Context: an optimization exercise on an open-source flow, tuned for small area. The choices shown serve that exercise and are no tape-out recipe.
Only simulation tests tie the RTL to the original design; equivalence was not proved.

== north ==
==> module stream_packer, before the edit <==
module stream_packer #(
    parameter int FIFO_DEPTH = 8            
)(
    input  logic clk,
    input  logic rst_n,
    input  logic                                take,
    input  logic                                take_first,
    input  logic                                take_last,
    input  logic [moller_cfg_pkg::SAMPLE_W-1:0] take_ch0,
    input  logic [moller_cfg_pkg::SAMPLE_W-1:0] take_ch1,
    input  logic [moller_cfg_pkg::TS_W-1:0]     take_ts,
    input  logic stream_ready,
    input  logic        drop_load,          
    input  logic [31:0] drop_wdata,
    output logic [moller_cfg_pkg::WORD_W-1:0] stream_data,
    output logic                              stream_last,
    output logic                              stream_valid,
    output logic [31:0]                       drop_count
);
    localparam int PTR_W = $clog2(FIFO_DEPTH);
    localparam int SW    = moller_cfg_pkg::SAMPLE_W;
    localparam int MW    = 2*SW + 1;                       
    localparam int XW    = moller_cfg_pkg::TS_W - MW;      
    localparam int HD    = FIFO_DEPTH / 2;                 
    localparam int HP_W  = $clog2(HD);
    logic [MW-1:0]    slot [FIFO_DEPTH];
    logic [FIFO_DEPTH-1:0] is_hdr;
    logic [XW-1:0]    hext [HD];
    logic [PTR_W:0]   wr_ptr;               
    logic [PTR_W:0]   rd_ptr;
    logic [HP_W-1:0]  hw_ptr;               
    logic [HP_W-1:0]  hr_ptr;
    logic             put_q;                
    logic             put2_q;               
    logic             drop_q;               
    logic             pend_hdr;             
    logic [PTR_W:0]   wr_nxt;
    logic [PTR_W:0]   rd_nxt;
    logic [PTR_W:0]   cnt_nxt;
    logic             rd_fire;
    logic             hdr_needed;
    logic             space_ok;
    logic             put;
    logic [PTR_W-1:0] h_idx;
    logic [PTR_W-1:0] s_idx;
    logic [MW-1:0]    s_word;
    logic [MW-1:0]    h_word;
    logic [XW-1:0]    x_word;
    assign rd_fire    = stream_valid & stream_ready;
    assign wr_nxt     = wr_ptr + (put_q ? (put2_q ? 2 : 1) : 0);
    assign rd_nxt     = rd_ptr + rd_fire;
    assign cnt_nxt    = wr_nxt - rd_nxt;
    assign hdr_needed = take_first | pend_hdr;
    assign space_ok   = hdr_needed ? (cnt_nxt <= (PTR_W+1)'(FIFO_DEPTH-2))
                                   : (cnt_nxt <= (PTR_W+1)'(FIFO_DEPTH-1));
    assign put        = take & space_ok;
    assign h_idx  = wr_nxt[PTR_W-1:0];
    assign s_idx  = hdr_needed ? h_idx + 1'b1 : h_idx;
    assign s_word = {take_last, take_ch1, take_ch0};
    assign h_word = {take_ts[SW], take_ts[32 +: SW], take_ts[0 +: SW]};
    assign x_word = {take_ts[63:32+SW], take_ts[31:SW+1]};
    logic [MW-1:0] bus_e, bus_o;
    logic          hdr_e, hdr_o;
    assign hdr_e = hdr_needed & ~h_idx[0];
    assign hdr_o = hdr_needed &  h_idx[0];
    assign bus_e = hdr_e ? h_word : s_word;
    assign bus_o = hdr_o ? h_word : s_word;
    always_ff @(posedge clk) begin
        for (int i = 0; i < FIFO_DEPTH; i++) begin
            if (put && ((hdr_needed && h_idx == i) || s_idx == i)) begin
                slot[i]   <= (i % 2 == 0) ? bus_e : bus_o;
                is_hdr[i] <= (i % 2 == 0) ? hdr_e : hdr_o;
            end
        end
        if (put && hdr_needed)
            hext[hw_ptr] <= x_word;
    end
    always_ff @(posedge clk) begin
        if (!rst_n) begin
            wr_ptr     <= '0;
            rd_ptr     <= '0;
            hw_ptr     <= '0;
            hr_ptr     <= '0;
            put_q      <= 1'b0;
            drop_q     <= 1'b0;
            pend_hdr   <= 1'b0;
            drop_count <= '0;
        end else begin
            wr_ptr <= wr_nxt;
            rd_ptr <= rd_nxt;
            put_q  <= put;
            drop_q <= take & ~space_ok;
            if (put && hdr_needed)
                hw_ptr <= hw_ptr + 1'b1;
            if (rd_fire && is_hdr[rd_ptr[PTR_W-1:0]])
                hr_ptr <= hr_ptr + 1'b1;
            if (take)
                pend_hdr <= hdr_needed & ~space_ok;   
            if (drop_load)
                drop_count <= drop_wdata;
            else if (drop_q && !(&drop_count))
                drop_count <= drop_count + 1'b1;      
        end
    end
    always_ff @(posedge clk)
        put2_q <= hdr_needed;
    logic [MW-1:0] head;
    logic          head_hdr;
    logic [XW-1:0] head_x;
    always_comb begin
        head     = '0;
        head_hdr = 1'b0;
        for (int i = 0; i < FIFO_DEPTH; i++) begin
            head     = head     | ({MW{rd_ptr[PTR_W-1:0] == i}} & slot[i]);
            head_hdr = head_hdr | ((rd_ptr[PTR_W-1:0] == i) & is_hdr[i]);
        end
    end
    assign head_x   = hext[hr_ptr];
    assign stream_valid = (wr_ptr != rd_ptr);
    assign stream_last  = ~head_hdr & head[MW-1];
    assign stream_data[SW-1:0]  = head[SW-1:0];
    assign stream_data[SW]      = head_hdr ? head[MW-1] : head[SW-1];
    assign stream_data[31:SW+1] = head_hdr ? head_x[31-SW-1:0] : {(31-SW){head[SW-1]}};
    assign stream_data[32 +: SW] = head[2*SW-1:SW];
    assign stream_data[63:32+SW] = head_hdr ? head_x[XW-1:31-SW] : {(32-SW){head[2*SW-1]}};
endmodule
Settings: LEC_CHECK=0, CAP_MARGIN=20, CORE_MARGIN=2, CORE_UTILIZATION=60, SLEW_MARGIN=20; clock period 8.0 ns.
standard.sh (not shown) runs the stock make flow with config.mk's settings and CLKGATE_MAP_FILE= SYNTH_SCRIPT=/design/flow/synth_recipe.tcl, a recipe that flattens the netlist after the stock synthesis.
==> flow/flow/run.sh <==
#!/bin/bash
# Standard layout (standard.sh: the standard flow's synthesis and ORFS steps) with two changes:
#  - port buffers use the smallest buffer cell (buf_1) instead of the default pick;
#  - clock tree: clkbuf_8 buffers, clusters of at most 15 sinks within 50 um, no dummy loads.
# Each tool's output goes to standard.log in this folder.
cp standard.sh standard_sh_copy.log
export BUFFER_PORTS_ARGS="-buffer_cell sky130_fd_sc_hd__buf_1"
export CTS_ARGS="-sink_clustering_enable -repair_clock_nets -dont_use_dummy_load -buf_list sky130_fd_sc_hd__clkbuf_8 -sink_clustering_size 15 -sink_clustering_max_diameter 50"
bash standard.sh > standard.log 2>&1
rc=$?
tail -20 standard.log
exit $rc
For south, these inputs were changed with respect to north:
--- a/flow/design.v
+++ b/flow/design.v
@@ -298,11 +298,10 @@
             hw_ptr     <= '0;
             hr_ptr     <= '0;
             put_q      <= 1'b0;
             drop_q     <= 1'b0;
             pend_hdr   <= 1'b0;
-            drop_count <= '0;
         end else begin
             wr_ptr <= wr_nxt;
             rd_ptr <= rd_nxt;
             put_q  <= put;
             drop_q <= take & ~space_ok;
@@ -310,18 +309,30 @@
                 hw_ptr <= hw_ptr + 1'b1;
             if (rd_fire && is_hdr[rd_ptr[PTR_W-1:0]])
                 hr_ptr <= hr_ptr + 1'b1;
             if (take)
                 pend_hdr <= hdr_needed & ~space_ok;   
-            if (drop_load)
-                drop_count <= drop_wdata;
-            else if (drop_q && !(&drop_count))
-                drop_count <= drop_count + 1'b1;      
         end
     end
     always_ff @(posedge clk)
         put2_q <= hdr_needed;
+    logic [32:0] dtgl;
+    always_comb begin
+        dtgl[0] = drop_q;
+        for (int i = 1; i <= 32; i++)
+            dtgl[i] = dtgl[i-1] & drop_count[i-1];
+    end
+    always_ff @(posedge clk) begin
+        for (int i = 0; i < 32; i++) begin
+            if (!rst_n)
+                drop_count[i] <= 1'b0;
+            else if (drop_load)
+                drop_count[i] <= drop_wdata[i];
+            else if (dtgl[i] && !dtgl[32])
+                drop_count[i] <= ~drop_count[i];
+        end
+    end
     logic [MW-1:0] head;
     logic          head_hdr;
     logic [XW-1:0] head_x;
     always_comb begin
         head     = '0;
[summary]
north completed; timing, DRC and antenna clean. The final layout from south, which completed every stage, passed the timing, design-rule and antenna checks at the end of the flow. Summary of south over north: fraction of area in registers comparable, end-of-flow core utilization held. Post-synthesis share of cell area spent on full adders, half adders and majority gates of north is on par with south. In the metrics for south and north, the one carrying the higher clock period minus final worst setup slack is north. Start point of the critical path = u_packer.rd_ptr[2]: south; start point of the critical path = paddr[7]: north. Synthesized cell area delta (north -> south): insignificant. Between north and south, the proportion of cell area occupied by multi-input gates figures differ only marginally. south vs. north: cell area comparable, routed wire length now larger.

## re-timing with driven ports
The results above use ideal ports. As a check the final layouts listed here were re-extracted and re-timed, cells and wires unchanged. Step 1 (the two cells are an assumption about what drives the block):
set clk [get_ports {clk}]
set_driving_cell -lib_cell sky130_fd_sc_hd__clkbuf_16 $clk
set_driving_cell -lib_cell sky130_fd_sc_hd__buf_2 [delete_from_list [all_inputs] $clk]
Step 2 moves the port delays by t, midway between the first and last clock arrival at a register: inputs arrive t later, outputs are due t later. That takes back most of the time a late clock gives input paths. a / b / c = ideal ports / drivers / drivers and shift; a / b = the first two.
run | t, ns | setup slack, ns | worst setup path after step 2
north | 0.714 | 2.251 / 2.228 / 2.105 | input to register
south | 0.727 | 2.303 / 2.241 / 2.319 | input to output
After both steps every run listed still meets setup and hold. For north, which loses most, drivers alone change the setup slack by -0.023 ns; drivers and shift together by -0.146 ns.
